From an optimization exercise on the open Yosys and OpenROAD flow, aimed at small area; shortcuts taken in it are not production practice.
Only simulation tests tie the RTL to the original design; equivalence was not proved.
Power and IR drop assume default switching activity.

File: flow/config.mk
export PLATFORM = sky130hd
export DESIGN_NAME = ibuf_rdreq_mgmt
export DESIGN_NICKNAME = ibuf_rdreq_mgmt
export VERILOG_FILES = /design/flow/design.v
export SDC_FILE = /design/flow/constraint.sdc
export NUM_CORES = 4
export LEC_CHECK = 0
export CAP_MARGIN = 0
export CORE_MARGIN = 2
export CORE_UTILIZATION = 60
export GPL_TIMING_DRIVEN = 0
export SLEW_MARGIN = 0
File: flow/constraint.sdc
create_clock -name core_clock -period 8.0 [get_ports {clk}]
set_input_delay 1.6000 -clock core_clock [delete_from_list [all_inputs] [get_ports {clk}]]
set_output_delay 1.6000 -clock core_clock [all_outputs]
set_load 0.01 [all_outputs]
File: flow/design.v
`timescale 1ns/1ps
module ibuf_rdreq_mgmt #(
  parameter int unsigned BW       = 9,
  parameter int unsigned TAG_W    = 5,
  parameter int unsigned MX_OS_RQ = 4
) (
  input  logic             clk,
  input  logic             rst,
  input  logic [2:0]       cfg_max_rd_req_size,
  input  logic [63:0]      lbuf_addr,
  input  logic [31:0]      lbuf_len,
  input  logic             lbuf_en,
  output logic             lbuf_dn,
  input  logic [BW:0]      cons,
  output logic [BW:0]      committed_prod,
  output logic             rd,
  output logic [63:0]      hst_addr,
  output logic [9:0]       rd_qw,
  input  logic             rd_ack,
  input  logic [TAG_W-1:0] rd_tag,
  input  logic [TAG_W-1:0] cpl_tag,
  output logic [BW-1:0]    cpl_base,
  input  logic             cpl_vld,
  input  logic             cpl_last,
  output logic             err
);
  localparam int unsigned NSlot = 4;
  typedef logic [BW:0] ptr_t;
  typedef enum logic [2:0] {
    StIdle,
    StWaitOs,
    StCalc,
    StWaitSpace,
    StReq,
    StUpd,
    StDrain,
    StDone
  } state_e;
  state_e           state_q, state_d;
  logic [63:3]      addr_q;
  logic [31:0]      left_q;
  ptr_t             iprod_q;
  logic             err_q;
  logic             last_q;      
  logic             blt_q;       
  logic [TAG_W-1:0] tag_q   [NSlot];
  ptr_t             start_q [NSlot];
  logic [NSlot-1:0] vld_q;
  logic [NSlot-1:0] done_q;
  logic [1:0]       wr_ptr_q, rd_ptr_q;
  logic             idle, upd, fire, commit;
  logic [8:0]       a, hmask, bsel, bnd_qw, a_nxt;
  logic [9:0]       mx_qw, chunk, lsum;
  logic             hi_ones, blt, last, space_ok;
  logic [22:0]      lz;          
  logic [51:0]      ao;          
  logic [8:0]       anz;         
  logic [8:0]       at;          
  logic [63:3]      addr_nxt, addr_d;
  logic [31:0]      left_nxt, left_d;
  ptr_t             ipc, space;
  logic [NSlot-1:0] match, pend;
  assign a = addr_q[11:3];
  always_comb begin
    unique case (cfg_max_rd_req_size)
      3'd0:    begin mx_qw = 10'd16;  hmask = 9'b111110000; end
      3'd1:    begin mx_qw = 10'd32;  hmask = 9'b111100000; end
      3'd2:    begin mx_qw = 10'd64;  hmask = 9'b111000000; end
      3'd3:    begin mx_qw = 10'd128; hmask = 9'b110000000; end
      3'd4:    begin mx_qw = 10'd256; hmask = 9'b100000000; end
      default: begin mx_qw = 10'd512; hmask = 9'b000000000; end
    endcase
  end
  assign hi_ones = &(a | ~hmask);
  assign blt     = hi_ones && ((a & ~hmask) != '0);
  assign bsel = blt ? a : hmask;
  assign lsum = {1'b0, left_q[8:0]} + {1'b0, bsel};
  assign last = ((left_q[31:9] == 23'd0) && (!lsum[9] || (lsum[8:0] == '0))) ||
                ((left_q[31:9] == 23'd1) && !lsum[9] && (lsum[8:0] == '0));
  always_comb begin
    for (int i = 0; i < 9; i++) begin
      anz[i]    = (i == 0) ? 1'b0 : (anz[i-1] || a[i-1]);
      bnd_qw[i] = a[i] ^ anz[i];
    end
  end
  assign chunk = last_q ? left_q[9:0] : (blt_q ? {1'b0, bnd_qw} : mx_qw);
  assign idle   = (state_q == StIdle);
  assign upd    = (state_q == StUpd);
  assign fire   = (state_q == StReq) && rd_ack;
  assign commit = vld_q[rd_ptr_q] && done_q[rd_ptr_q];
  always_comb begin
    for (int i = 0; i < 9; i++) begin
      at[i]    = (i == 0) ? 1'b1 : (at[i-1] && (a[i-1] || !hmask[i-1]));
      a_nxt[i] = hmask[i] ? (a[i] ^ (upd && at[i])) : (a[i] && !(upd && blt_q));
    end
    for (int j = 0; j < 52; j++) begin
      ao[j]             = (j == 0) ? 1'b1 : (ao[j-1] && addr_q[12+j-1]);
      addr_nxt[12+j]    = addr_q[12+j] ^ (upd && hi_ones && ao[j]);
    end
    addr_nxt[11:3] = a_nxt;
  end
  always_comb begin
    for (int j = 0; j < 23; j++) begin
      lz[j]           = (j == 0) ? 1'b1 : (lz[j-1] && !left_q[9+j-1]);
      left_nxt[9+j]   = left_q[9+j] ^ (upd && !lsum[9] && lz[j]);
    end
    left_nxt[8:0] = upd ? lsum[8:0] : left_q[8:0];
  end
  assign addr_d = idle ? lbuf_addr[63:3] : addr_nxt;
  assign left_d = idle ? lbuf_len : left_nxt;
  assign ipc      = iprod_q + ptr_t'(chunk);
  assign space    = ipc - cons;
  assign space_ok = (space != '0) && (!space[9] || (space[8:0] == '0));
  always_comb begin
    state_d = state_q;
    unique case (state_q)
      StIdle:      if (lbuf_en) state_d = (lbuf_len == '0) ? StDone : StWaitOs;
      StWaitOs:    if (!vld_q[wr_ptr_q]) state_d = StCalc;
      StCalc:      state_d = StWaitSpace;
      StWaitSpace: if (space_ok) state_d = StReq;
      StReq:       if (rd_ack) state_d = StUpd;
      StUpd:       state_d = last_q ? StDrain : StWaitOs;
      StDrain:     if (vld_q == '0) state_d = StDone;
      default:     state_d = StIdle;
    endcase
  end
  always_ff @(posedge clk or negedge rst) begin
    if (!rst) begin
      state_q <= StIdle;
      iprod_q <= '0;
    end else begin
      state_q <= state_d;
      if (upd) begin
        iprod_q <= ipc;
      end
    end
  end
  always_ff @(posedge clk) begin
    addr_q <= addr_d;
    left_q <= left_d;
    last_q <= last;
    blt_q  <= blt;
  end
  for (genvar i = 0; i < NSlot; i++) begin : g_slot
    assign match[i] = vld_q[i] && (tag_q[i] == cpl_tag);
    assign pend[i]  = match[i] && !done_q[i];
    always_ff @(posedge clk) begin
      if (fire && wr_ptr_q == 2'(i)) begin
        tag_q[i]   <= rd_tag;
        start_q[i] <= iprod_q;
        done_q[i]  <= 1'b0;
      end else if (cpl_vld && cpl_last && pend[i]) begin
        done_q[i]  <= 1'b1;
      end
    end
    always_ff @(posedge clk or negedge rst) begin
      if (!rst) begin
        vld_q[i] <= 1'b0;
      end else if (fire && wr_ptr_q == 2'(i)) begin
        vld_q[i] <= 1'b1;
      end else if (commit && rd_ptr_q == 2'(i)) begin
        vld_q[i] <= 1'b0;
      end
    end
  end
  always_ff @(posedge clk or negedge rst) begin
    if (!rst) begin
      wr_ptr_q <= '0;
      rd_ptr_q <= '0;
      err_q    <= 1'b0;
    end else begin
      if (fire) begin
        wr_ptr_q <= wr_ptr_q + 2'd1;
      end
      if (commit) begin
        rd_ptr_q <= rd_ptr_q + 2'd1;
      end
      if (cpl_vld && pend == '0) begin
        err_q <= 1'b1;
      end
    end
  end
  always_comb begin
    cpl_base = '0;
    for (int i = 0; i < NSlot; i++) begin
      if (match[i]) cpl_base = cpl_base | start_q[i][BW-1:0];
    end
  end
  assign lbuf_dn        = (state_q == StDone);
  assign committed_prod = vld_q[rd_ptr_q] ? start_q[rd_ptr_q] : iprod_q;
  assign rd             = (state_q == StReq);
  assign hst_addr       = {addr_q, 3'b000};
  assign rd_qw          = chunk;
  assign err            = err_q;
endmodule
File: flow/run.sh
#!/bin/bash
# synth_recipe.tcl (not shown) runs the flow's synth.tcl, then flattens the netlist and writes it again
# the make line also repeats each setting of config.mk as NAME=value (left out here)
make -C /OpenROAD-flow-scripts/flow DESIGN_CONFIG=/design/flow/config.mk WORK_HOME=/design/flow/orfs CLKGATE_MAP_FILE= SYNTH_SCRIPT=/design/flow/synth_recipe.tcl finish
==> results by group, run 1 <==
Setup path
  • CP max FO: 10
  • Critical Path Source Type: input port
  • RR Endpoint: state_q[2]$_DFFE_PN0P_
  • CP Capture Type: flop
  • Crit. Startpoint: cfg_max_rd_req_size[1]
  • Reg-to-Reg Start: addr_q[3]$_DFF_P_
  • End of the critical path: state_q[2]$_DFFE_PN0P_
  • Reg2reg path depth: 21
  • Crit path required time: 8.32 ns
  • R2r setup slk: 2.49 ns
  • CP Class: input port to flop
  • Worst Path Arrival: 6.97 ns

Run status
  • Status: finished clean

STA
  • Setup WS post-layout: 1.35 ns
  • Setup-failing EPs final: 0
  • Minimum clock period: 6.65 ns
  • Slew headroom: 19.8%
  • Max frequency: 150 MHz
  • Clock skew: 0.0196 ns
  • Worst-margin pin slew: 1.20 ns
  • Crit share post-route: 83.1%
  • Final hold viol count: 0
  • Max-slew violations: 0
  • Setup TNS Final: 0 ns
  • Unrepaired setup endpoints after global routing: false

Logic synthesis
  • Synth top area cells: edfxtp_1 (21%), dfxtp_1 (18%), nand2_1 (7.8%)
  • Dominant cell by count in the synthesized netlist: nand2_1
  • Mapped Cells: 1103
  • Avg Synthesized Cell Area: 9.16 µm²
  • Ys async rst share: 12.2%
  • Post-synthesis cell type count: 72
  • Top-area cell type share of the netlist area: 20.5%
  • Mapped Area: 10100 µm²
  • Synth top cells by count: nand2_1 (210), o21ai_0 (105), dfxtp_1 (90)
  • Ys flop type: dfxtp_1
  • Flops & latches, synth: 181
  • Cell accounting for the most synthesized area: edfxtp_1
  • Synth Warn #: 3
  • Sequential area share after synthesis: 43.8%
  • Number of synthesized flops with an enable pin: 69

Floorplanning
  • Number of I/O pins: 221
  • Initial Util: 61.1%
  • Die height: 134 µm
  • Die area: 17900 µm²
  • Row count: 47
  • CORE AREA: 16500 µm²
  • Chip width: 134 µm

Route
  • Routed Wire Length: 28.1 mm
  • Drt wl/cell: 17.9 µm
  • Starting DRT DRC Count: 739
  • DR WL met2: 13.3 mm
  • Antenna Nets Post-Route: 0
  • Detailed Routing Iterations Pass 1: 5
  • Residual DRC: 0
  • M1 WL: 11.7 mm
  • Highest metal used: met4
  • Via count: 9153
  • Metal3 WL: 2.43 mm
  • Vias per inst: 5.83

Clocking
  • Worst-case clock buffer depth: 2
  • Post-CTS Resized: 0
  • Post-CTS setup buffer count: 0
  • Clock transition at the registers of the reported paths: 0.07 ns
  • TritonCTS clock tree: done
  • CTS Sinks: 181
  • Hold buffers post-CTS: 0
  • Total CTS buffers: 17
  • Clock latency on the worst-skew pair: 0.44 ns
  • # H-tree levels: 4
  • Root Buffer: clkbuf_16

Global routing
  • Initial antenna violation count: 0
  • Vias in the first global route: 8875
  • Total GRT Usage: 31.7%
  • GRT overflow: 0
  • Largest net degree at the start of global routing: 23
  • First-pass GRT wire length: 44.7 mm

Cells and area
  • FILL cells: 1138
  • Number of nets in the layout: 1510
  • Share of layout cells above drive strength 1: 5.55%
  • Ant diodes: 0
  • Area delta synth->final: 29.8%

Power
  • PnR Total Power: 4.98 mW
  • Peak VDD IR: 0.224 mV
  • Leakage power: 5.03 nW
  • Pwr Density: 380 nW/µm²

Place
  • Hpwl dp: 20.7 mm
  • I/O Buffers: 214
  • Dpl ws: 1.03 ns
  • GP Congestion: 0.943

Hold path
  • Worst min path class: flop to flop
  • Number of cells on the worst hold path: 1
  • HP Start: left_q[31]$_DFF_P_

Run
  • MaxCap Viol Count: 0
-- power by group --
group | internal (mW) | leakage, nW | switching, mW
combinational | 1.16 | 3.09 | 1.32
clock | 0.432 | 0.281 | 0.396
sequential | 1.32 | 1.66 | 0.360
total | 2.91 | 5.03 | 2.07
-- worst min-delay path by stage --
stage                                end  slack (ns)
final                     last_q$_DFF_P_        0.46
after global routing      last_q$_DFF_P_        0.46
after CTS                 last_q$_DFF_P_        0.45
after detailed placement  last_q$_DFF_P_        0.44
after global placement    last_q$_DFF_P_        0.43
after floorplan           last_q$_DFF_P_        0.42
-- flip-flops by register name (all words and copies together) (netlist names), 3 cells and up --
name and cells:
tag_q 20, iprod_q 10, vld_q 4, addr_q 61
done_q 4, state_q 3, start_q 40, left_q 32
-- worst max-delay path: stages --
cell             delay [ns]
clkdlybuf4s50_1        0.45
clkbuf_1               0.24
nor2_1                 0.32
nand2_1                0.18
nor2_1                 0.14
a21oi_1                0.05
o21ai_0                0.35
ha_1                   0.37
nand3_1                0.12
o211ai_1               0.12
or4_1                  0.45
nand2_1                0.10
xnor2_1                0.18
ha_1                   0.33
or2_2                  0.31
a211o_1                0.29
a221o_1                0.37
or4_1                  0.41
o211a_1                0.19
xnor2_1                0.18
a32o_1                 0.22
-- metrics by stage --
step                      hold slack [ns]  utilization, %  cells  instance area (µm²)
after global placement              0.435            75.8   1539                12500
after detailed placement            0.441            75.8   1539                12500
after floorplan                     0.419               -   1105                10100
after global routing                0.458            79.4   1571                13100
final                               0.460            79.4   1571                13100
after CTS                           0.449            79.4   1571                13100
-- cells by family after synthesis --
group | count (synthesis) | share of synthesized area (%)
simple gates | 409 | 19.6
flops | 181 | 43.8
buf+inv | 97 | 3.88
xor+xnor | 112 | 9.85
compound gates | 234 | 14.1
mux | 21 | 2.64
fa+ha+maj | 48 | 6.07
other cells | 1 | 0.0371
-- layout make-up --
type / count / area [µm²] / share of cell area [%]
timing repair buffer: 214 / 2140 / 16.3
clock buffer: 19 / 454 / 3.46
buffer: 55 / 234 / 1.78
clock inverter: 13 / 134 / 1.02
multi-input combinational: 827 / 5290 / 40.4
sequential: 181 / 4420 / 33.7
tap: 220 / 275 / 2.10
inverter: 42 / 158 / 1.20
-- routing by layer --
layer	vias up	global-route usage, %
li1	4384	-
met1	4303	40.2
met2	416	53.1
met3	50	7.72
met4	0	10.8
met5	-	0
-- cell usage in the layout (no fill, tap or decap), drive strengths merged, types with 20 or more instances in the layout --
master and count:
clkdlybuf4s50 214, nand2 210, o21ai 124, dfxtp 90, xor2 69, edfxtp 69, clkbuf 63, inv 48
nor2 45, ha 45, xnor2 42, nand3 35, a21oi 34, dfrtp 22, nor3 20
==> run 2, diff against run 1 <==
==> flow/config.mk (replaced) <==
export PLATFORM = sky130hd
export DESIGN_NAME = ibuf_rdreq_mgmt
export DESIGN_NICKNAME = ibuf_rdreq_mgmt
export VERILOG_FILES = /design/flow/design.v
export SDC_FILE = /design/flow/constraint.sdc
export NUM_CORES = 4
export LEC_CHECK = 0
export CAP_MARGIN = 20
export CORE_MARGIN = 2
export CORE_UTILIZATION = 40
export SLEW_MARGIN = 20
==> run 2 against run 1 <==
Compared with the run above: core utilization shrank 27 points; highest routed layer unchanged; largest power group unchanged; clock skew shrank 0.00078 ns; worst hold slack lost 0.012 ns; still clean; cell area shrank 0.35%; critical path depth shrank 1; largest cell class unchanged; total power shrank 2.5%; critical path type unchanged; combinational power shrank 7%.
==> results by group, run 2 <==
Run status
  • Status: finished clean

Clocking
  • CTS Sinks: 181 (unchanged)
  • Worst-case clock buffer depth: 2 (unchanged)
  • Clock latency on the worst-skew pair: 0.44 ns (about the same)
  • Clock transition at the registers of the reported paths: 0.07 ns (about the same)
  • TritonCTS clock tree: done
  • Post-CTS Resized: 0 (unchanged)
  • Total CTS buffers: 17 (unchanged)
  • Root Buffer: clkbuf_16
  • Hold buffers post-CTS: 0 (unchanged)
  • # H-tree levels: 4 (unchanged)
  • Post-CTS setup buffer count: 0 (unchanged)

Power
  • Internal power: 2.92 mW (+0.36%)
  • Clock power share: 17.5% (+0.9 points)
  • Sequential power share: 35.0% (+1.3 points)
  • PnR Total Power: 4.86 mW (-2.5%)
  • Pwr Density: 372 nW/µm² (-2.1%)
  • Combinational Power Share: 47.5% (-2.2 points)
  • Switching share of total power: 39.9% (-1.7 points)
  • Leakage power: 4.96 nW (-1.4%)
  • Sw Pwr: 1.94 mW (-6.5%)
  • Peak VDD IR: 0.326 mV (+46%)

STA
  • Worst-margin pin slew: 0.963 ns (-0.235 ns)
  • Unrepaired setup endpoints after global routing: false
  • Slew headroom: 35.6% (+16 points)
  • Setup-failing EPs final: 0 (unchanged)
  • Crit share post-route: 80.8% (-2.3 points)
  • Clock skew: 0.0188 ns (-0.000777 ns)
  • Max frequency: 155 MHz (+2.9%)
  • Minimum clock period: 6.46 ns (-0.187 ns)
  • Final hold viol count: 0 (unchanged)
  • Max-slew violations: 0 (unchanged)
  • Hold WS: 0.448 ns (-0.0115 ns)
  • Setup WS post-layout: 1.54 ns (+0.187 ns)
  • Setup TNS Final: 0 ns (unchanged)

Global routing
  • Initial antenna violation count: 0 (unchanged)
  • Vias in the first global route: 8090 (-8.8%)
  • Largest net degree at the start of global routing: 84 (+270%)
  • Total GRT Usage: 20.5% (-11 points)
  • GRT overflow: 0 (unchanged)
  • First-pass GRT wire length: 42.6 mm (-4.7%)

Route
  • Residual DRC: 0 (unchanged)
  • Detailed Routing Iterations Pass 1: 5 (unchanged)
  • Starting DRT DRC Count: 554 (-25%)
  • Vias per inst: 5.14 (-12%)
  • M1 WL: 12.5 mm (+7.0%)
  • Routed Wire Length: 27.0 mm (-3.8%)
  • Antenna Nets Post-Route: 0 (unchanged)
  • Highest metal used: met4
  • Metal3 WL: 1.47 mm (-40%)
  • DR WL met2: 12.6 mm (-4.9%)
  • Via count: 8382 (-8.4%)
  • Drt wl/cell: 16.6 µm (-7.4%)

Hold path
  • Worst Hold Path EP: last_q$_DFF_P_
  • Worst min path class: flop to flop
  • Number of cells on the worst hold path: 1 (unchanged)
  • HP Start: left_q[31]$_DFF_P_

Setup path
  • R2r setup slk: 2.72 ns (+0.23 ns)
  • CP Capture Type: flop
  • CP max FO: 20 (+10)
  • Reg-to-Reg Start: addr_q[3]$_DFF_P_
  • CP Class: input port to flop
  • RR Endpoint: state_q[2]$_DFFE_PN0P_
  • Worst Path Arrival: 6.78 ns (-0.19 ns)
  • Critical Path Source Type: input port
  • Crit path required time: 8.31 ns (about the same)
  • Reg2reg path depth: 21 (unchanged)

Logic synthesis
  • Number of synthesized flops with an enable pin: 69 (unchanged)
  • Post-synthesis cell type count: 72 (unchanged)
  • Mapped Cells: 1103 (unchanged)
  • Ys flop type: dfxtp_1
  • Synth top area cells: edfxtp_1 (21%), dfxtp_1 (18%), nand2_1 (7.8%)
  • Top-area cell type share of the netlist area: 20.5% (unchanged)
  • Mapped Area: 10100 µm² (unchanged)
  • Synth Warn #: 3 (unchanged)
  • Dominant cell by count in the synthesized netlist: nand2_1
  • Ys async rst share: 12.2% (unchanged)
  • Cell accounting for the most synthesized area: edfxtp_1
  • Flops & latches, synth: 181 (unchanged)
  • Synth top cells by count: nand2_1 (210), o21ai_0 (105), dfxtp_1 (90)
  • Sequential area share after synthesis: 43.8% (unchanged)
  • Avg Synthesized Cell Area: 9.16 µm² (unchanged)

Floorplanning
  • Die height: 163 µm (+22%)
  • Number of I/O pins: 221 (unchanged)
  • Chip width: 163 µm (+22%)
  • Die area: 26500 µm² (+48%)
  • CORE AREA: 25000 µm² (+51%)
  • Row count: 58 (+23%)
  • Initial Util: 40.5% (-21 points)

Cells and area
  • Non-filler cells, final: 1632 (+3.9%)
  • Most frequent cells in the layout: clkdlybuf4s50_1 (214), nand2_1 (210), o21ai_0 (105)
  • Number of nets in the layout: 1461 (-3.2%)
  • Share of layout cells above drive strength 1: 5.38% (-0.18 points)
  • Register area: 4420 µm² (unchanged)
  • Reg with most FFs: addr_q
  • Leading cell type in the layout, fill and taps excluded: clkdlybuf4s50_1
  • Area occupied by multi-input gates: 5300 µm² (+0.12%)
  • FILL cells: 2332 (+100%)
  • Max reg flops: 61 (unchanged)
  • Area delta synth->final: 29.4%
  • Regs by FF count: addr_q (61), start_q (40), left_q (32)
  • Ant diodes: 0 (unchanged)

Place
  • Inst Count DP: 1600 (+4.0%)
  • Dpl ws: 1.14 ns (+0.111 ns)
  • Hpwl dp: 20.0 mm (-3.6%)
  • I/O Buffers: 214 (unchanged)
  • GP Congestion: 0.856 (-9.3%)

Run
  • MaxCap Viol Count: 0 (unchanged)
run 2: power by group through the flow:
stage | clock, mW | sequential (mW) | combinational, mW
after floorplan | 0 | 1.66 | 1.49
after detailed placement | 0 | 1.71 | 2.32
final | 0.850 | 1.70 | 2.31
after global placement | 0 | 1.71 | 2.27
after global routing | 0.900 | 1.76 | 2.59
after CTS | 0.868 | 1.70 | 2.33
run 2: final cells by class:
| class | count | area share (%) |
|---|---|---|
| multi-input cells | 827 | 40.5 |
| repair buffers | 220 | 16.7 |
| clock inverters | 13 | 1.18 |
| well taps | 330 | 3.16 |
| inverters | 42 | 1.21 |
| clock buffers | 19 | 3.31 |
| flip-flops and latches | 181 | 33.9 |
run 2: critical path, stage by stage:
cell,delay (ns)
clkdlybuf4s50_1,0.74
nor2_1,0.36
nand2_1,0.17
nor2_1,0.12
a21oi_1,0.05
o21ai_0,0.28
ha_1,0.35
nand3_1,0.11
o211ai_1,0.10
or4_1,0.45
nand2_1,0.10
xnor2_1,0.14
ha_1,0.30
or2_2,0.31
a211o_1,0.29
a221o_1,0.38
or4_1,0.41
o211a_1,0.16
xnor2_1,0.16
a32o_1,0.21
run 2: worst max path at each step:
| stage | start | endpoint | slack [ns] | cells after the start |
|---|---|---|---|---|
| floorplan | cfg_max_rd_req_size[1] | state_q[2]$_DFFE_PN0P_ | 2.09 | 20 |
| global route | cfg_max_rd_req_size[2] | state_q[2]$_DFFE_PN0P_ | 1.14 | 20 |
| detailed placement | cfg_max_rd_req_size[2] | state_q[2]$_DFFE_PN0P_ | 1.14 | 20 |
| finish | cfg_max_rd_req_size[2] | state_q[2]$_DFFE_PN0P_ | 1.54 | 20 |
| CTS | cfg_max_rd_req_size[2] | state_q[2]$_DFFE_PN0P_ | 1.59 | 20 |
| global placement | cfg_max_rd_req_size[2] | state_q[2]$_DFFE_PN0P_ | 1.24 | 20 |
run 2: cell families (layout without fill, tap and decap cells):
family / after synthesis / after routing / share of synthesized area, %
xor+xnor: 112 / 112 / 9.85
flops: 181 / 181 / 43.8
fa+ha+maj: 48 / 48 / 6.07
mux: 21 / 21 / 2.64
simple gates: 409 / 409 / 19.6
other cells: 1 / 3 / 0.0371
buf+inv: 97 / 294 / 3.88
compound gates: 234 / 234 / 14.1
run 2: stage by stage:
step | area, µm² | util [%]
2_1_floorplan | 10100 | -
3_3_place_gp | 12500 | 50.0
3_5_place_dp | 12500 | 50.0
4_1_cts | 13100 | 52.3
5_1_grt | 13100 | 52.3
6_report | 13100 | 52.3
run 2: metal layers:
| metal | up-vias | track usage [%] |
|---|---|---|
| met5 | - | 0 |
| met4 | 0 | 5.47 |
| met3 | 24 | 4.48 |
| met2 | 202 | 33.9 |
| met1 | 3885 | 27.1 |
| li1 | 4271 | - |
==> run 3, diff against run 2 <==
==> flow/flow/run.sh (new file) <==
#!/bin/bash
# Layout: the standard flow (standard synthesis unchanged), with plain buf_1 cells as the
# port buffers and a clock tree of clkbuf_8 cells without dummy loads.
set -euo pipefail
bash standard.sh \
  "BUFFER_PORTS_ARGS=-buffer_cell sky130_fd_sc_hd__buf_1" \
  "CTS_ARGS=-sink_clustering_enable -repair_clock_nets -dont_use_dummy_load -buf_list sky130_fd_sc_hd__clkbuf_8" \
  finish > make_finish.log 2>&1
==> flow/standard.sh (new file) <==
#!/bin/bash
# synth_recipe.tcl (not shown) runs the flow's synth.tcl, then flattens the netlist and writes it again
# the make line also repeats each setting of config.mk as NAME=value (left out here)
make -C /OpenROAD-flow-scripts/flow DESIGN_CONFIG=/design/flow/config.mk WORK_HOME=/design/flow/orfs CLKGATE_MAP_FILE= SYNTH_SCRIPT=/design/flow/synth_recipe.tcl "${@:-finish}"
--- a/flow/config.mk
+++ b/flow/config.mk
@@ -5,7 +5,8 @@
 export SDC_FILE = /design/flow/constraint.sdc
 export NUM_CORES = 4
 export LEC_CHECK = 0
-export CAP_MARGIN = 20
+export CAP_MARGIN = 0
 export CORE_MARGIN = 2
-export CORE_UTILIZATION = 40
-export SLEW_MARGIN = 20
+export CORE_UTILIZATION = 60
+export GPL_TIMING_DRIVEN = 0
+export SLEW_MARGIN = 0
removed: flow/run.sh
==> run 3 against run 2 <==
Compared with the run above: area after synthesis is the same; core utilization grew 17 points; clock power down 45%; critical endpoint unchanged; cell area down 13%; synthesized cell count stayed put; still clean; register-to-register slack lost 0.17 ns.
==> results by group, run 3 <==
Run status
  • Status: finished clean

Hold path
  • Worst min path class: flop to flop

STA
  • Worst-margin pin slew: 1.12 ns (+0.160 ns)
  • Slew headroom: 23.2% (-12 points)
  • Setup WS post-layout: 1.83 ns (+0.296 ns)
  • Final hold viol count: 0 (unchanged)
  • Setup TNS Final: 0 ns (unchanged)
  • Clock skew: 0.0371 ns (+0.0183 ns)
  • Max-slew violations: 0 (unchanged)
  • Setup-failing EPs final: 0 (unchanged)
  • Crit share post-route: 77.1% (-3.7 points)
  • Unrepaired setup endpoints after global routing: false
  • Max frequency: 162 MHz (+4.8%)
  • Minimum clock period: 6.17 ns (-0.296 ns)

Setup path
  • Reg-to-Reg Start: addr_q[3]$_DFF_P_
  • Levels on crit path: 21 (+5.0%)
  • CP cell instances: buf_1, clkbuf_1, nor2_1, nand2_1, nor2_1, a21oi_1, o21ai_0, ha_1, nand3_1, o211ai_1, or4_1, nand2_1, xnor2_1, ha_1, or2_2, a211o_1, a221o_1, or4_1, o211a_1, xnor2_1, a32o_1
  • Worst Path Arrival: 6.51 ns (-0.27 ns)
  • End of the critical path: state_q[2]$_DFFE_PN0P_
  • Crit. Startpoint: cfg_max_rd_req_size[1]
  • CP Class: input port to flop
  • CP Capture Type: flop
  • Critical Path Source Type: input port
  • Slowest-stage cell, CP: or4_1
  • Reg2reg path depth: 21 (unchanged)
  • RR Endpoint: state_q[2]$_DFFE_PN0P_
  • WP buf/inv: 2 (+1)
  • Worst path max stage delay: 0.45 ns (-0.29 ns)
  • CP max FO: 10 (-50%)
  • R2r setup slk: 2.55 ns (-0.17 ns)
  • Delay-heaviest family, CP: simple AND/OR/NAND/NOR gates
  • Crit path required time: 8.34 ns (+0.03 ns)

Power
  • Peak VDD IR: 0.195 mV (-40%)
  • Sw Pwr: 1.89 mW (-2.4%)
  • Internal power: 2.38 mW (-19%)
  • Combinational Power Share: 50.0% (+2.5 points)
  • Switching share of total power: 44.3% (+4.4 points)
  • Pwr Density: 374 nW/µm² (+0.51%)
  • PnR Total Power: 4.27 mW (-12%)
  • Clock power share: 10.9% (-6.6 points)
  • Sequential power share: 39.1% (+4.1 points)
  • Leakage power: 4.30 nW (-13%)

Logic synthesis
  • Synth top cells by count: nand2_1 (210), o21ai_0 (105), dfxtp_1 (90)
  • Synth top area cells: edfxtp_1 (21%), dfxtp_1 (18%), nand2_1 (7.8%)
  • Number of synthesized flops with an enable pin: 69 (unchanged)
  • Synth Warn #: 3 (unchanged)
  • Post-Synth Simple-Gate Area: 19.6% (unchanged)
  • Mapped Cells: 1103 (unchanged)
  • Post-synthesis cell type count: 72 (unchanged)
  • Mapped Area: 10100 µm² (unchanged)
  • Ys async rst share: 12.2% (unchanged)
  • Synth Area in Adders: 6.07% (unchanged)
  • Mux share of post-synthesis cell area: 2.64% (unchanged)
  • Largest family of logic cells by synthesized area: simple AND/OR/NAND/NOR gates
  • Flops & latches, synth: 181 (unchanged)
  • Ys flop type: dfxtp_1
  • Dominant cell by count in the synthesized netlist: nand2_1
  • Avg Synthesized Cell Area: 9.16 µm² (unchanged)
  • Top-area cell type share of the netlist area: 20.5% (unchanged)
  • Sequential area share after synthesis: 43.8% (unchanged)
  • Cell accounting for the most synthesized area: edfxtp_1
  • Area share of xor/xnor cells in the synthesized design: 9.85% (unchanged)
  • Synth Area in Compound Gates: 14.1% (unchanged)

Route
  • Vias per inst: 5.62 (+9.4%)
  • Detailed Routing Iterations Pass 1: 7 (+2)
  • Via count: 8743 (+4.3%)
  • Antenna Nets Post-Route: 0 (unchanged)
  • Residual DRC: 0 (unchanged)
  • Routed Wire Length: 25.8 mm (-4.6%)
  • Drt wl/cell: 16.6 µm (+0.11%)
  • Starting DRT DRC Count: 635 (+15%)

Clocking
  • Post-CTS setup buffer count: 0 (unchanged)
  • CTS Sinks: 181 (unchanged)
  • Root Buffer: clkbuf_8
  • TritonCTS clock tree: done
  • Hold buffers post-CTS: 0 (unchanged)
  • # H-tree levels: 4 (unchanged)
  • Total CTS buffers: 17 (unchanged)
  • Post-CTS Resized: 0 (unchanged)
  • Clock latency on the worst-skew pair: 0.46 ns (+0.02 ns)
  • Clock transition at the registers of the reported paths: 0.10 ns (+0.03 ns)
  • Worst-case clock buffer depth: 2 (unchanged)

Floorplanning
  • Initial Util: 61.1% (+21 points)
  • Die height: 134 µm (-18%)
  • CORE AREA: 16500 µm² (-34%)
  • Die area: 17900 µm² (-33%)
  • Number of I/O pins: 221 (unchanged)
  • Row count: 47 (-19%)
  • Chip width: 134 µm (-18%)

Global routing
  • Vias in the first global route: 8331 (+3.0%)
  • GRT overflow: 0 (unchanged)
  • Largest net degree at the start of global routing: 23 (-73%)
  • Initial antenna violation count: 0 (unchanged)
  • First-pass GRT wire length: 41.7 mm (-2.2%)
  • Total GRT Usage: 29.3% (+8.8 points)

Place
  • Hpwl dp: 19.3 mm (-3.5%)
  • I/O Buffers: 214 (unchanged)
  • GP Congestion: 0.908 (+6.1%)
  • Dpl ws: 1.35 ns (+0.205 ns)

Cells and area
  • Regs by FF count: addr_q (61), start_q (40), left_q (32)
  • Most frequent cells in the layout: buf_1 (215), nand2_1 (210), o21ai_0 (105)
  • Max reg flops: 61 (unchanged)
  • Share of layout cells above drive strength 1: 4.64% (-0.74 points)
  • Final Util: 69.1% (+17 points)
  • FILL cells: 1439 (-38%)
  • Leading cell type in the layout, fill and taps excluded: buf_1
  • Ant diodes: 0 (unchanged)
  • Number of nets in the layout: 1510 (+3.4%)
  • Area delta synth->final: 13.1%
  • Reg with most FFs: addr_q

Run
  • MaxCap Viol Count: 0 (unchanged)
[run 3: final cells by class]
class | count | area [µm²] | area share (%)
tap | 220 | 275 | 2.41
timing repair buffer | 214 | 805 | 7.04
clock buffer | 17 | 234 | 2.05
buffer | 55 | 234 | 2.05
inverter | 42 | 158 | 1.38
sequential | 181 | 4420 | 38.7
multi-input combinational | 827 | 5290 | 46.3
[run 3: worst min-delay path by stage]
| stage | from | endpoint | slack (ns) | depth (start not counted) |
|---|---|---|---|---|
| final | left_q[31]$_DFF_P_ | last_q$_DFF_P_ | 0.48 | 1 |
| after global routing | left_q[31]$_DFF_P_ | last_q$_DFF_P_ | 0.47 | 1 |
| after CTS | left_q[31]$_DFF_P_ | last_q$_DFF_P_ | 0.46 | 1 |
| after detailed placement | left_q[31]$_DFF_P_ | last_q$_DFF_P_ | 0.45 | 1 |
| after global placement | left_q[31]$_DFF_P_ | last_q$_DFF_P_ | 0.45 | 1 |
| after floorplan | left_q[31]$_DFF_P_ | last_q$_DFF_P_ | 0.42 | 1 |
[run 3: logic make-up (layout without fill, tap and decap cells)]
logic type	after synthesis	after routing
other cells	1	3
buf+inv	97	328
xor+xnor	112	112
simple gates	409	409
compound gates	234	234
fa+ha+maj	48	48
flops	181	181
mux	21	21
[run 3: per-stage QoR]
step / std cells / hold WS (ns) / area [µm²]
CTS: 1556 / 0.463 / 11400
floorplan: 1105 / 0.419 / 10100
detailed placement: 1539 / 0.447 / 11200
finish: 1556 / 0.476 / 11400
global placement: 1539 / 0.447 / 11200
global route: 1556 / 0.471 / 11400
[run 3: per-layer routing]
| layer | share of wire (%) | vias to the layer above | GRT usage [%] | routed length (µm) |
|---|---|---|---|---|
| met5 | 0 | - | 0 | 0 |
| li1 | - | 4361 | - | - |
| met2 | 46 | 297 | 47.7 | 11900 |
| met3 | 6.9 | 30 | 6.39 | 1780 |
| met1 | 45 | 4055 | 39.9 | 11700 |
| met4 | 1.5 | 0 | 7.74 | 387 |
[run 3: power groups by stage]
stage | sequential (mW) | clock (mW) | combinational, mW
final | 1.67 | 0.467 | 2.14
after global routing | 1.72 | 0.506 | 2.42
after CTS | 1.66 | 0.472 | 2.13
after detailed placement | 1.68 | 0 | 2.12
after global placement | 1.67 | 0 | 2.08
after floorplan | 1.66 | 0 | 1.49
==> run 4, diff against run 3 <==
--- a/flow/design.v
+++ b/flow/design.v
@@ -36,8 +36,21 @@
     StDrain,
     StDone
   } state_e;
+  function automatic logic [51:0] inc52(input logic [51:0] x, input logic ci);
+    logic cb, t;
+    cb = ci;
+    for (int b = 0; b < 52; b += 8) begin
+      t = cb;
+      for (int i = b; i < b + 8 && i < 52; i++) begin
+        inc52[i] = x[i] ^ t;
+        t        = t & x[i];
+      end
+      cb = cb & (&x[b +: 8]);
+    end
+  endfunction
   state_e           state_q, state_d;
   logic [63:3]      addr_q;
+  logic [31:0]      nleft_q;     
   logic [31:0]      left_q;
   ptr_t             iprod_q;
   logic             err_q;
@@ -52,15 +65,14 @@
   logic [8:0]       a, hmask, bsel, bnd_qw, a_nxt;
   logic [9:0]       mx_qw, chunk, lsum;
   logic             hi_ones, blt, last, space_ok;
-  logic [22:0]      lz;          
-  logic [51:0]      ao;          
   logic [8:0]       anz;         
   logic [8:0]       at;          
   logic [63:3]      addr_nxt, addr_d;
-  logic [31:0]      left_nxt, left_d;
+  logic [31:0]      nleft_nxt, nleft_d;
   ptr_t             ipc, space;
   logic [NSlot-1:0] match, pend;
-  assign a = addr_q[11:3];
+  assign a      = addr_q[11:3];
+  assign left_q = ~nleft_q;
   always_comb begin
     unique case (cfg_max_rd_req_size)
       3'd0:    begin mx_qw = 10'd16;  hmask = 9'b111110000; end
@@ -93,21 +105,13 @@
       at[i]    = (i == 0) ? 1'b1 : (at[i-1] && (a[i-1] || !hmask[i-1]));
       a_nxt[i] = hmask[i] ? (a[i] ^ (upd && at[i])) : (a[i] && !(upd && blt_q));
     end
-    for (int j = 0; j < 52; j++) begin
-      ao[j]             = (j == 0) ? 1'b1 : (ao[j-1] && addr_q[12+j-1]);
-      addr_nxt[12+j]    = addr_q[12+j] ^ (upd && hi_ones && ao[j]);
-    end
+    addr_nxt[63:12] = inc52(addr_q[63:12], upd && hi_ones);
     addr_nxt[11:3] = a_nxt;
   end
-  always_comb begin
-    for (int j = 0; j < 23; j++) begin
-      lz[j]           = (j == 0) ? 1'b1 : (lz[j-1] && !left_q[9+j-1]);
-      left_nxt[9+j]   = left_q[9+j] ^ (upd && !lsum[9] && lz[j]);
-    end
-    left_nxt[8:0] = upd ? lsum[8:0] : left_q[8:0];
-  end
+  assign nleft_nxt[31:9] = 23'(inc52(52'(nleft_q[31:9]), upd && !lsum[9]));
+  assign nleft_nxt[8:0]  = upd ? ~lsum[8:0] : nleft_q[8:0];
   assign addr_d = idle ? lbuf_addr[63:3] : addr_nxt;
-  assign left_d = idle ? lbuf_len : left_nxt;
+  assign nleft_d = idle ? ~lbuf_len : nleft_nxt;
   assign ipc      = iprod_q + ptr_t'(chunk);
   assign space    = ipc - cons;
   assign space_ok = (space != '0) && (!space[9] || (space[8:0] == '0));
@@ -137,7 +141,7 @@
   end
   always_ff @(posedge clk) begin
     addr_q <= addr_d;
-    left_q <= left_d;
+    nleft_q <= nleft_d;
     last_q <= last;
     blt_q  <= blt;
   end
==> flow/flow/run.sh (replaced) <==
#!/bin/bash
# Layout: the standard flow (standard synthesis unchanged), with plain buf_1 cells as the
# port buffers and a clock tree of clkbuf_4 and clkbuf_8 cells without dummy loads.
set -euo pipefail
bash standard.sh \
  "BUFFER_PORTS_ARGS=-buffer_cell sky130_fd_sc_hd__buf_1" \
  "CTS_ARGS=-sink_clustering_enable -repair_clock_nets -dont_use_dummy_load -buf_list {sky130_fd_sc_hd__clkbuf_4 sky130_fd_sc_hd__clkbuf_8} -sink_clustering_size 50" \
  finish > make_finish.log 2>&1
--- a/flow/config.mk
+++ b/flow/config.mk
@@ -7,6 +7,5 @@
 export LEC_CHECK = 0
 export CAP_MARGIN = 0
 export CORE_MARGIN = 2
-export CORE_UTILIZATION = 60
-export GPL_TIMING_DRIVEN = 0
+export CORE_UTILIZATION = 50
 export SLEW_MARGIN = 0
==> run 4 against run 3 <==
Compared with the run above: cell area shrank 2.7%; still clean on timing, DRC and antenna; setup slack improved by 0.21 ns; largest cell class unchanged; die area up 17%; fmax grew 3.6%; sequential power hardly changed; sequential share of layout area up 1.1 points; final cell count shrank 4.0%; total power up 6.0%; highest routed layer unchanged; non-clock buffer count is 49 lower; area after synthesis down 2.3%; critical path type unchanged; synthesized cell count decreased by 6.1%; clock-buffer cell count is the same.
==> results by group, run 4 <==
Global routing
  • Total GRT Usage: 22.9% (-6.4 points)
  • Largest net degree at the start of global routing: 86 (+270%)
  • GRT overflow: 0 (unchanged)
  • First-pass GRT wire length: 37.2 mm (-11%)
  • Vias in the first global route: 7502 (-10%)
  • Initial antenna violation count: 0 (unchanged)

Clocking
  • # H-tree levels: 4 (unchanged)
  • Clock transition at the registers of the reported paths: 0.08 ns (-0.02 ns)
  • Post-CTS Resized: 0 (unchanged)
  • Worst-case clock buffer depth: 2 (unchanged)
  • Total CTS buffers: 17 (unchanged)
  • Clock latency on the worst-skew pair: 0.47 ns (about the same)
  • Root Buffer: clkbuf_8
  • TritonCTS clock tree: done
  • CTS Sinks: 181 (unchanged)
  • Hold buffers post-CTS: 0 (unchanged)
  • Post-CTS setup buffer count: 0 (unchanged)

Setup path
  • Reg-to-Reg Start: addr_q[3]$_DFF_P_
  • CP Capture Type: flop
  • Critical Path Source Type: input port
  • Crit. Startpoint: cfg_max_rd_req_size[1]
  • CP max FO: 14 (+4)
  • Crit path required time: 8.38 ns (+0.04 ns)
  • Worst Path Arrival: 6.34 ns (-0.17 ns)
  • CP Class: input port to flop

Route
  • Detailed Routing Iterations Pass 1: 8 (+1)
  • Antenna Nets Post-Route: 0 (unchanged)
  • M1 WL: 10.4 mm (-11%)
  • Residual DRC: 0 (unchanged)
  • Vias per inst: 5.21 (-7.3%)
  • Routed Wire Length: 23.4 mm (-9.4%)
  • Metal3 WL: 1.32 mm (-26%)
  • Highest metal used: met4
  • Via count: 7785 (-11%)
  • Drt wl/cell: 15.6 µm (-5.6%)
  • DR WL met2: 11.3 mm (-5.5%)
  • Starting DRT DRC Count: 350 (-45%)

STA
  • Minimum clock period: 5.95 ns (-0.213 ns)
  • Final hold viol count: 0 (unchanged)
  • Crit share post-route: 74.4% (-2.7 points)
  • Clock skew: 0.0377 ns (+0.000584 ns)
  • Setup WS post-layout: 2.05 ns (+0.213 ns)
  • Setup TNS Final: 0 ns (unchanged)
  • Setup-failing EPs final: 0 (unchanged)
  • Worst-margin pin slew: 0.967 ns (-0.156 ns)
  • Slew headroom: 35.5% (+12 points)
  • Max frequency: 168 MHz (+3.6%)
  • Unrepaired setup endpoints after global routing: false
  • Max-slew violations: 0 (unchanged)

Logic synthesis
  • Post-synthesis cell type count: 59 (-18%)
  • Number of synthesized flops with an enable pin: 69 (unchanged)
  • Ys async rst share: 12.2% (unchanged)
  • Ys flop type: dfxtp_1
  • Mapped Cells: 1036 (-6.1%)
  • Synth top area cells: edfxtp_1 (21%), dfxtp_1 (18%), ha_1 (14%)
  • Dominant cell by count in the synthesized netlist: nand2_1
  • Mapped Area: 9870 µm² (-2.3%)
  • Synth Warn #: 5 (+2)
  • Top-area cell type share of the netlist area: 21.0% (+0.49 points)
  • Synth top cells by count: nand2_1 (245), ha_1 (108), dfxtp_1 (90)
  • Cell accounting for the most synthesized area: edfxtp_1
  • Sequential area share after synthesis: 44.8% (+1.0 points)
  • Avg Synthesized Cell Area: 9.52 µm² (+4.0%)
  • Flops & latches, synth: 181 (unchanged)

Floorplanning
  • Row count: 51 (+8.5%)
  • Number of I/O pins: 221 (unchanged)
  • Chip width: 144 µm (+8.0%)
  • CORE AREA: 19400 µm² (+17%)
  • Initial Util: 50.9% (-10 points)
  • Die height: 144 µm (+8.0%)
  • Die area: 20900 µm² (+17%)

Cells and area
  • Non-filler cells, final: 1494 (-4.0%)
  • Number of nets in the layout: 1466 (-2.9%)
  • Register area: 4420 µm² (unchanged)
  • Regs by FF count: addr_q (61), start_q (40), nleft_q (32)
  • FILL cells: 1905 (+32%)
  • Area occupied by multi-input gates: 5100 µm² (-3.7%)
  • Reg with most FFs: addr_q
  • Leading cell type in the layout, fill and taps excluded: nand2_1
  • Ant diodes: 0 (unchanged)
  • Most frequent cells in the layout: nand2_1 (245), buf_1 (214), ha_1 (108)
  • Area delta synth->final: 12.6%
  • Max reg flops: 61 (unchanged)
  • Share of layout cells above drive strength 1: 4.31% (-0.33 points)

Power
  • Clock power share: 10.4% (-0.5 points)
  • Peak VDD IR: 0.180 mV (-7.9%)
  • Sw Pwr: 1.99 mW (+5.0%)
  • Leakage power: 4.94 nW (+15%)
  • Switching share of total power: 43.9% (-0.40 points)
  • Pwr Density: 407 nW/µm² (+8.9%)
  • PnR Total Power: 4.53 mW (+6.0%)
  • Sequential power share: 36.5% (-2.6 points)
  • Internal power: 2.54 mW (+6.7%)
  • Combinational Power Share: 53.1% (+3.1 points)

Hold path
  • Worst min path class: flop to flop
  • HP Start: done_q[3]$_SDFFE_PP0P_

Place
  • GP Congestion: 0.816 (-10%)
  • Hpwl dp: 17.5 mm (-9.3%)
  • Dpl ws: 1.52 ns (+0.172 ns)
  • Inst Count DP: 1477 (-4.0%)
  • I/O Buffers: 214 (unchanged)

Run
  • MaxCap Viol Count: 0 (unchanged)

Run status
  • Status: finished clean
run 4: cell count changes after synthesis, moves of 6 or more:
cell	delta
and3_1	-7
ha_1	+63
inv_1	+6
mux2i_1	+6
nand2_1	+35
nand3_1	-19
nand4_1	+7
nor2_1	-7
nor3_1	-7
o21ai_0	-33
o21ai_1	-19
xnor2_1	-19
xor2_1	-44
run 4: worst max-delay path, stage by stage:
cell	delay, ns
buf_1	0.41
or3_1	0.30
nor2_1	0.06
a211oi_1	0.22
a21oi_1	0.08
ha_1	0.39
nand4_1	0.13
nand4b_1	0.14
xor2_1	0.25
ha_1	0.33
o21ai_0	0.23
mux2i_1	0.11
a2111oi_0	0.38
nand3b_1	0.17
mux2_2	0.29
a211oi_1	0.35
xnor3_1	0.46
nor2_1	0.19
o221a_2	0.21
run 4: area by class of cell:
class	count	share of cell area (%)
Sequential cell	181	39.8
Inverter	48	1.62
Clock buffer	17	2.11
Timing Repair Buffer	220	7.63
Multi-Input combinational cell	763	45.9
Tap cell	265	2.98
run 4: power groups by stage:
stage               combinational, mW  clock (mW)  sequential (mW)
floorplan                        1.77           0             1.63
global placement                 2.38           0             1.67
detailed placement               2.42           0             1.67
CTS                              2.43       0.489             1.65
global route                     2.76       0.523             1.70
finish                           2.40       0.471             1.65
run 4: cells by family after synthesis:
family | synth area share [%]
flip-flops | 44.8
AO/OA/AOI/OAI | 12.1
AND/OR/NAND/NOR | 17.6
multiplexers | 3.08
other | 0.0380
XOR/XNOR | 4.49
buffers and inverters | 3.69
adder cells (fa/ha/maj) | 14.2
run 4: through the flow:
| step | hold slack (ns) | utilization, % | cell area [µm²] |
|---|---|---|---|
| floorplan | 0.442 | - | 9870 |
| global placement | 0.452 | 56.1 | 10900 |
| detailed placement | 0.465 | 56.1 | 10900 |
| CTS | 0.477 | 57.3 | 11100 |
| global route | 0.496 | 57.3 | 11100 |
| finish | 0.477 | 57.3 | 11100 |
run 4: per-layer routing:
metal,vias to the layer above,track usage [%]
met5,-,0
met4,0,7.31
met3,27,5.26
met2,178,38.8
met1,3555,29.1
li1,4025,-
run 4: final timing paths:
kind                                          end  slack [ns]  cells past startpoint
setup / recovery           state_q[0]$_DFFE_PN0P_        2.05                     19
hold / removal             done_q[3]$_SDFFE_PP0P_        0.48                      2
setup reg to reg           state_q[0]$_DFFE_PN0P_        2.44                     24
hold reg to reg            done_q[3]$_SDFFE_PP0P_        0.48                      2
max in group asynchronous  iprod_q[4]$_DFFE_PN0P_        6.61                      2
min in group asynchronous       err_q$_DFFE_PN0P_        1.11                      2
==> run 5, diff against run 4 <==
==> flow/flow/run.sh (replaced) <==
#!/bin/bash
# Layout: the standard flow (standard synthesis unchanged), with plain buf_1 cells as the
# port buffers and a clock tree of clkbuf_8 cells without dummy loads.
set -euo pipefail
bash standard.sh \
  "BUFFER_PORTS_ARGS=-buffer_cell sky130_fd_sc_hd__buf_1" \
  "CTS_ARGS=-sink_clustering_enable -repair_clock_nets -dont_use_dummy_load -buf_list sky130_fd_sc_hd__clkbuf_8 -sink_clustering_size 50 -sink_clustering_max_diameter 200" \
  finish > make_finish.log 2>&1
==> run 5 against run 4 <==
Compared with the run above: still clean on timing, DRC and antenna; global-route usage did not move; total power is the same; first-iteration DRC count stayed put; sequential share of layout area unchanged; via count unchanged; setup slack unchanged; worst hold slack unchanged; critical endpoint unchanged; largest cell class unchanged.
==> results by group, run 5 <==
Cells and area
  • Reg with most FFs: addr_q
  • Most frequent cells in the layout: nand2_1 (245), buf_1 (214), ha_1 (108)
  • Final design instance area without fill: 11100 µm² (unchanged)
  • Ant diodes: 0 (unchanged)
  • Share of layout cells above drive strength 1: 4.31% (unchanged)
  • Max reg flops: 61 (unchanged)
  • Leading cell type in the layout, fill and taps excluded: nand2_1
  • Area delta synth->final: 12.6% (unchanged)
  • Regs by FF count: addr_q (61), start_q (40), nleft_q (32)
  • Number of nets in the layout: 1466 (unchanged)

Global routing
  • First-pass GRT wire length: 37.2 mm (unchanged)
  • Largest net degree at the start of global routing: 86 (unchanged)
  • Total GRT Usage: 22.9% (unchanged)
  • GRT overflow: 0 (unchanged)
  • Initial antenna violation count: 0 (unchanged)
  • Vias in the first global route: 7502 (unchanged)

Floorplanning
  • Initial Util: 50.9% (unchanged)
  • Number of I/O pins: 221 (unchanged)
  • Chip width: 144 µm (unchanged)
  • Die area: 20900 µm² (unchanged)
  • Row count: 51 (unchanged)
  • CORE AREA: 19400 µm² (unchanged)
  • Die height: 144 µm (unchanged)

Logic synthesis
  • Synth top cells by count: nand2_1 (245), ha_1 (108), dfxtp_1 (90)
  • Mapped Cells: 1036 (unchanged)
  • Synth top area cells: edfxtp_1 (21%), dfxtp_1 (18%), ha_1 (14%)
  • Synth Warn #: 5 (unchanged)
  • Ys async rst share: 12.2% (unchanged)
  • Cell accounting for the most synthesized area: edfxtp_1
  • Post-synthesis cell type count: 59 (unchanged)
  • Avg Synthesized Cell Area: 9.52 µm² (unchanged)
  • Number of synthesized flops with an enable pin: 69 (unchanged)
  • Mapped Area: 9870 µm² (unchanged)
  • Ys flop type: dfxtp_1
  • Sequential area share after synthesis: 44.8% (unchanged)
  • Flops & latches, synth: 181 (unchanged)
  • Top-area cell type share of the netlist area: 21.0% (unchanged)
  • Dominant cell by count in the synthesized netlist: nand2_1

STA
  • Setup TNS Final: 0 ns (unchanged)
  • Worst-margin pin slew: 0.967 ns (unchanged)
  • Crit share post-route: 74.4% (unchanged)
  • Max-slew violations: 0 (unchanged)
  • Unrepaired setup endpoints after global routing: false
  • Hold WS: 0.477 ns (unchanged)
  • Clock skew: 0.0377 ns (unchanged)
  • Slew headroom: 35.5% (unchanged)
  • Final hold viol count: 0 (unchanged)
  • Setup WS post-layout: 2.05 ns (unchanged)
  • Max frequency: 168 MHz (unchanged)
  • Minimum clock period: 5.95 ns (unchanged)
  • Setup-failing EPs final: 0 (unchanged)

Setup path
  • Critical Path Source Type: input port
  • Delay-heaviest family, CP: compound AO/OA/AOI/OAI gates
  • CP max FO: 14 (unchanged)
  • Slowest-stage cell, CP: xnor3_1
  • Crit path required time: 8.38 ns (about the same)
  • WP buf/inv: 1 (unchanged)
  • Worst Path Arrival: 6.34 ns (about the same)
  • CP Capture Type: flop
  • Worst path max stage delay: 0.46 ns (about the same)
  • CP Class: input port to flop
  • CP cell instances: buf_1, or3_1, nor2_1, a211oi_1, a21oi_1, ha_1, nand4_1, nand4b_1, xor2_1, ha_1, o21ai_0, mux2i_1, a2111oi_0, nand3b_1, mux2_2, a211oi_1, xnor3_1, nor2_1, o221a_2

Clocking
  • Worst-case clock buffer depth: 2 (unchanged)
  • CTS Sinks: 181 (unchanged)
  • Post-CTS Resized: 0 (unchanged)
  • Clock transition at the registers of the reported paths: 0.08 ns (about the same)
  • Clock latency on the worst-skew pair: 0.47 ns (about the same)
  • TritonCTS clock tree: done
  • Post-CTS setup buffer count: 0 (unchanged)
  • Root Buffer: clkbuf_8
  • # H-tree levels: 4 (unchanged)
  • Total CTS buffers: 17 (unchanged)
  • Hold buffers post-CTS: 0 (unchanged)

Power
  • Sw Pwr: 1.99 mW (unchanged)
  • Pwr Density: 407 nW/µm² (unchanged)
  • Peak VDD IR: 0.180 mV (unchanged)
  • Leakage power: 4.94 nW (unchanged)
  • Internal power: 2.54 mW (unchanged)
  • Sequential power share: 36.5% (about the same)
  • Switching share of total power: 43.9% (unchanged)
  • Combinational Power Share: 53.1% (about the same)
  • Clock power share: 10.4% (about the same)

Place
  • Dpl ws: 1.52 ns (unchanged)
  • I/O Buffers: 214 (unchanged)
  • DP Area: 10900 µm² (unchanged)
  • GP Congestion: 0.816 (unchanged)
  • Hpwl dp: 17.5 mm (unchanged)

Run
  • MaxCap Viol Count: 0 (unchanged)

Route
  • Drt wl/cell: 15.6 µm (unchanged)
  • Via count: 7785 (unchanged)
  • Detailed Routing Iterations Pass 1: 8 (unchanged)
  • Starting DRT DRC Count: 350 (unchanged)
  • Routed Wire Length: 23.4 mm (unchanged)
  • Vias per inst: 5.21 (unchanged)
  • Antenna Nets Post-Route: 0 (unchanged)
  • Residual DRC: 0 (unchanged)

Run status
  • Status: finished clean

Hold path
  • Worst min path class: flop to flop
[run 5: cell counts after synthesis]
No cell type changed its count.
[run 5: power groups by stage]
stage	Sequential [mW]	Combinational, mW	Clock (mW)
5_1_grt	1.70	2.76	0.523
4_1_cts	1.65	2.43	0.489
6_report	1.65	2.40	0.471
2_1_floorplan	1.63	1.77	0
3_3_place_gp	1.67	2.38	0
3_5_place_dp	1.67	2.42	0
[run 5: worst paths after layout]
kind	slack [ns]	startpoint	end	depth (start not counted)
min in group asynchronous	1.11	rst	err_q$_DFFE_PN0P_	2
hold / removal	0.48	done_q[3]$_SDFFE_PP0P_	done_q[3]$_SDFFE_PP0P_	2
max in group asynchronous	6.61	rst	iprod_q[4]$_DFFE_PN0P_	2
hold reg to reg	0.48	done_q[3]$_SDFFE_PP0P_	done_q[3]$_SDFFE_PP0P_	2
setup reg to reg	2.44	addr_q[3]$_DFF_P_	state_q[0]$_DFFE_PN0P_	24
setup / recovery	2.05	cfg_max_rd_req_size[1]	state_q[0]$_DFFE_PN0P_	19
[run 5: routing by layer]
layer  up-vias  wire length, µm  part of all wire, %  GRT usage, %
li1       4025                -                    -             -
met1      3555            10400                   44          29.1
met5         -                0                    0             0
met4         0              399                  1.7          7.31
met3        27             1320                  5.6          5.26
met2       178            11300                   48          38.8
[run 5: kinds of logic after synthesis]
family / after synthesis / share of synthesized area (%)
simple gates: 389 / 17.6
compound gates: 186 / 12.1
flops: 181 / 44.8
fa+ha+maj: 111 / 14.2
buf+inv: 94 / 3.69
xor+xnor: 49 / 4.49
mux: 25 / 3.08
other cells: 1 / 0.0380
[run 5: area by class of cell]
| cell class | count | area [µm²] |
|---|---|---|
| Multi-Input combinational cell | 763 | 5100 |
| Tap cell | 265 | 332 |
| Timing Repair Buffer | 220 | 848 |
| Sequential cell | 181 | 4420 |
| Fill cell | 1905 | 8280 |
| Inverter | 48 | 180 |
| Clock buffer | 17 | 234 |
[run 5: worst register-to-register path: cells and delay by family (launching register included)]
kind | cells | cell delay, ns
compound gates | 6 | 1.41
xor+xnor | 2 | 0.76
fa+ha+maj | 8 | 1.93
buf+inv | 2 | 0.12
flops | 1 | 0.40
mux | 2 | 0.36
simple gates | 4 | 0.53
[run 5: per-stage QoR]
stage               total power [mW]  cells  util (%)
floorplan                       3.40   1038         -
detailed placement              4.09   1477      56.1
global route                    4.99   1494      57.3
CTS                             4.57   1494      57.3
global placement                4.05   1477      56.1
finish                          4.53   1494      57.3
==> run 6, diff against run 5 <==
==> flow/flow/run.sh (replaced) <==
#!/bin/bash
# Layout: the standard flow (standard synthesis unchanged), with plain buf_1 cells as the
# port buffers and a clock tree of clkbuf_8 cells without dummy loads.
set -euo pipefail
bash standard.sh \
  "BUFFER_PORTS_ARGS=-buffer_cell sky130_fd_sc_hd__buf_1" \
  "CTS_ARGS=-sink_clustering_enable -repair_clock_nets -dont_use_dummy_load -buf_list sky130_fd_sc_hd__clkbuf_8 -sink_clustering_size 30" \
  finish > make_finish.log 2>&1
==> run 6 against run 5 <==
Compared with the run above: clock skew unchanged; fmax unchanged; final cell count unchanged; critical path depth unchanged; sequential share of layout area unchanged; worst hold slack unchanged; still clean; setup slack unchanged; combinational power about the same; area after synthesis unchanged; via count unchanged; wire length unchanged.
==> results by group, run 6 <==
Route
  • Residual DRC: 0 (unchanged)
  • Vias per inst: 5.21 (unchanged)
  • Starting DRT DRC Count: 350 (unchanged)
  • Routed Wire Length: 23.4 mm (unchanged)
  • Antenna Nets Post-Route: 0 (unchanged)
  • Drt wl/cell: 15.6 µm (unchanged)
  • Via count: 7785 (unchanged)
  • Detailed Routing Iterations Pass 1: 8 (unchanged)

Clocking
  • Clock transition at the registers of the reported paths: 0.08 ns (about the same)
  • Post-CTS Resized: 0 (unchanged)
  • Worst-case clock buffer depth: 2 (unchanged)
  • Total CTS buffers: 17 (unchanged)
  • CTS Sinks: 181 (unchanged)
  • Clock latency on the worst-skew pair: 0.47 ns (about the same)
  • TritonCTS clock tree: done
  • # H-tree levels: 4 (unchanged)
  • Hold buffers post-CTS: 0 (unchanged)
  • Root Buffer: clkbuf_8
  • Post-CTS setup buffer count: 0 (unchanged)

Hold path
  • Number of cells on the worst hold path: 2 (unchanged)
  • Worst min path class: flop to flop

Place
  • I/O Buffers: 214 (unchanged)
  • Inst Count DP: 1477 (unchanged)
  • Hpwl dp: 17.5 mm (unchanged)
  • GP Congestion: 0.816 (unchanged)

Logic synthesis
  • Synth top cells by count: nand2_1 (245), ha_1 (108), dfxtp_1 (90)
  • Avg Synthesized Cell Area: 9.52 µm² (unchanged)
  • Synth Warn #: 5 (unchanged)
  • Sequential area share after synthesis: 44.8% (unchanged)
  • Dominant cell by count in the synthesized netlist: nand2_1
  • Top-area cell type share of the netlist area: 21.0% (unchanged)
  • Mapped Cells: 1036 (unchanged)
  • Number of synthesized flops with an enable pin: 69 (unchanged)
  • Synth top area cells: edfxtp_1 (21%), dfxtp_1 (18%), ha_1 (14%)
  • Ys async rst share: 12.2% (unchanged)
  • Cell accounting for the most synthesized area: edfxtp_1
  • Post-synthesis cell type count: 59 (unchanged)
  • Ys flop type: dfxtp_1
  • Mapped Area: 9870 µm² (unchanged)
  • Flops & latches, synth: 181 (unchanged)

Setup path
  • Crit. Startpoint: cfg_max_rd_req_size[1]
  • Slowest-stage cell, CP: xnor3_1
  • End of the critical path: state_q[0]$_DFFE_PN0P_
  • CP Class: input port to flop
  • RR Endpoint: state_q[0]$_DFFE_PN0P_
  • CP max FO: 14 (unchanged)
  • R2r setup slk: 2.44 ns (about the same)
  • Worst path max stage delay: 0.46 ns (about the same)
  • Crit path required time: 8.38 ns (about the same)
  • Critical Path Source Type: input port
  • CP cell instances: buf_1, or3_1, nor2_1, a211oi_1, a21oi_1, ha_1, nand4_1, nand4b_1, xor2_1, ha_1, o21ai_0, mux2i_1, a2111oi_0, nand3b_1, mux2_2, a211oi_1, xnor3_1, nor2_1, o221a_2
  • Worst Path Arrival: 6.34 ns (about the same)
  • Reg-to-Reg Start: addr_q[3]$_DFF_P_
  • CP Capture Type: flop
  • Reg2reg path depth: 24 (unchanged)

STA
  • Setup TNS Final: 0 ns (unchanged)
  • Final hold viol count: 0 (unchanged)
  • Max-slew violations: 0 (unchanged)
  • Crit share post-route: 74.4% (unchanged)
  • Minimum clock period: 5.95 ns (unchanged)
  • Slew headroom: 35.5% (unchanged)
  • Max frequency: 168 MHz (unchanged)
  • Worst-margin pin slew: 0.967 ns (unchanged)
  • Setup-failing EPs final: 0 (unchanged)
  • Clock skew: 0.0377 ns (unchanged)
  • Hold WS: 0.477 ns (unchanged)
  • Unrepaired setup endpoints after global routing: false

Global routing
  • Vias in the first global route: 7502 (unchanged)
  • Initial antenna violation count: 0 (unchanged)
  • GRT overflow: 0 (unchanged)
  • Total GRT Usage: 22.9% (unchanged)
  • Largest net degree at the start of global routing: 86 (unchanged)
  • First-pass GRT wire length: 37.2 mm (unchanged)

Floorplanning
  • Row count: 51 (unchanged)
  • Initial Util: 50.9% (unchanged)
  • Number of I/O pins: 221 (unchanged)
  • CORE AREA: 19400 µm² (unchanged)
  • Chip width: 144 µm (unchanged)
  • Die height: 144 µm (unchanged)
  • Die area: 20900 µm² (unchanged)

Cells and area
  • Area occupied by multi-input gates: 5100 µm² (unchanged)
  • Ant diodes: 0 (unchanged)
  • Share of layout cells above drive strength 1: 4.31% (unchanged)
  • Area delta synth->final: 12.6% (unchanged)
  • Most frequent cells in the layout: nand2_1 (245), buf_1 (214), ha_1 (108)
  • Number of nets in the layout: 1466 (unchanged)
  • Non-filler cells, final: 1494 (unchanged)
  • Max reg flops: 61 (unchanged)
  • Register area: 4420 µm² (unchanged)
  • FILL cells: 1905 (unchanged)
  • Regs by FF count: addr_q (61), start_q (40), nleft_q (32)
  • Final Util: 57.3% (unchanged)
  • Reg with most FFs: addr_q
  • Leading cell type in the layout, fill and taps excluded: nand2_1

Run
  • MaxCap Viol Count: 0 (unchanged)

Run status
  • Status: finished clean

Power
  • Leakage power: 4.94 nW (unchanged)
  • Pwr Density: 407 nW/µm² (unchanged)
  • Peak VDD IR: 0.180 mV (unchanged)
## run 6: cell families (layout without fill, tap and decap cells)
kind of cell / count (synthesis) / after routing / synth area share, %
buffers and inverters: 94 / 285 / 3.69
XOR/XNOR: 49 / 49 / 4.49
other: 1 / 3 / 0.0380
AND/OR/NAND/NOR: 389 / 389 / 17.6
multiplexers: 25 / 25 / 3.08
AO/OA/AOI/OAI: 186 / 186 / 12.1
adder cells (fa/ha/maj): 111 / 111 / 14.2
flip-flops: 181 / 181 / 44.8
## run 6: critical path, delay by kind of cell
family / cells / cell delay, ns
simple gates: 6 / 0.99
mux: 2 / 0.40
fa+ha+maj: 2 / 0.72
xor+xnor: 2 / 0.71
buf+inv: 1 / 0.41
compound gates: 6 / 1.47
## run 6: where the power goes
group	internal, mW	leakage (nW)	total, mW	switching (mW)
registers	1.33	1.65	1.65	0.320
clock network	0.188	0.122	0.471	0.282
logic	1.02	3.16	2.40	1.38
## run 6: metal layers
layer  track usage (%)  share of wire [%]  up-vias
met3              5.26                5.6       27
met2              38.8                 48      178
met1              29.1                 44     3555
met5                 0                  0        -
li1                  -                  -     4025
met4              7.31                1.7        0
## run 6: area by class of cell
type,instances,share of cell area [%]
flip-flops and latches,181,39.8
clock buffers,17,2.11
multi-input cells,763,45.9
well taps,265,2.98
repair buffers,220,7.63
inverters,48,1.62
## run 6: metrics by stage
stage | setup WS, ns | total power [mW] | cell area [µm²]
6_report | 2.05 | 4.53 | 11100
4_1_cts | 2.00 | 4.57 | 11100
3_3_place_gp | 1.51 | 4.05 | 10900
3_5_place_dp | 1.52 | 4.09 | 10900
2_1_floorplan | 2.25 | 3.40 | 9870
5_1_grt | 1.46 | 4.99 | 11100
## run 6: how the worst min path moves through the flow
stage,from,to,slack [ns]
after floorplan,done_q[0]$_SDFFE_PP0P_,done_q[0]$_SDFFE_PP0P_,0.44
after global placement,err_q$_DFFE_PN0P_,err_q$_DFFE_PN0P_,0.45
after detailed placement,done_q[3]$_SDFFE_PP0P_,done_q[3]$_SDFFE_PP0P_,0.47
after CTS,done_q[3]$_SDFFE_PP0P_,done_q[3]$_SDFFE_PP0P_,0.48
after global routing,done_q[2]$_SDFFE_PP0P_,done_q[2]$_SDFFE_PP0P_,0.50
final,done_q[3]$_SDFFE_PP0P_,done_q[3]$_SDFFE_PP0P_,0.48

[static timing again, ports no longer ideal]
In the flow no input, the clock included, has a driving cell. The finished layouts below were timed again as built, in two steps. Step 1 assumes that a clkbuf_16 drives the clock port and a buf_2 every other input. Step 2 moves the port delays by t, midway between the first and last clock arrival at a register: inputs arrive t later, outputs are due t later. That takes back most of the time a late clock gives input paths. Slacks: no drivers / after step 1 / after step 2; pairs: no drivers / after step 1.
run	shift t [ns]	setup WS [ns]	worst register clock-pin slew, ns	worst slew at a driven data input, ns
run 1	0.477	1.352 / 1.375 / 0.898	0.08 / 0.08	0.06
run 2	0.475	1.539 / 1.548 / 1.073	0.08 / 0.08	0.08
run 3	0.487	1.835 / 1.850 / 1.363	0.10 / 0.10	0.07
run 4	0.485	2.048 / 2.042 / 1.558	0.11 / 0.11	0.06
run 5	0.485	2.048 / 2.042 / 1.558	0.11 / 0.11	0.06
run 6	0.485	2.048 / 2.042 / 1.558	0.11 / 0.11	0.06
After both steps setup and hold are still met in every run listed.
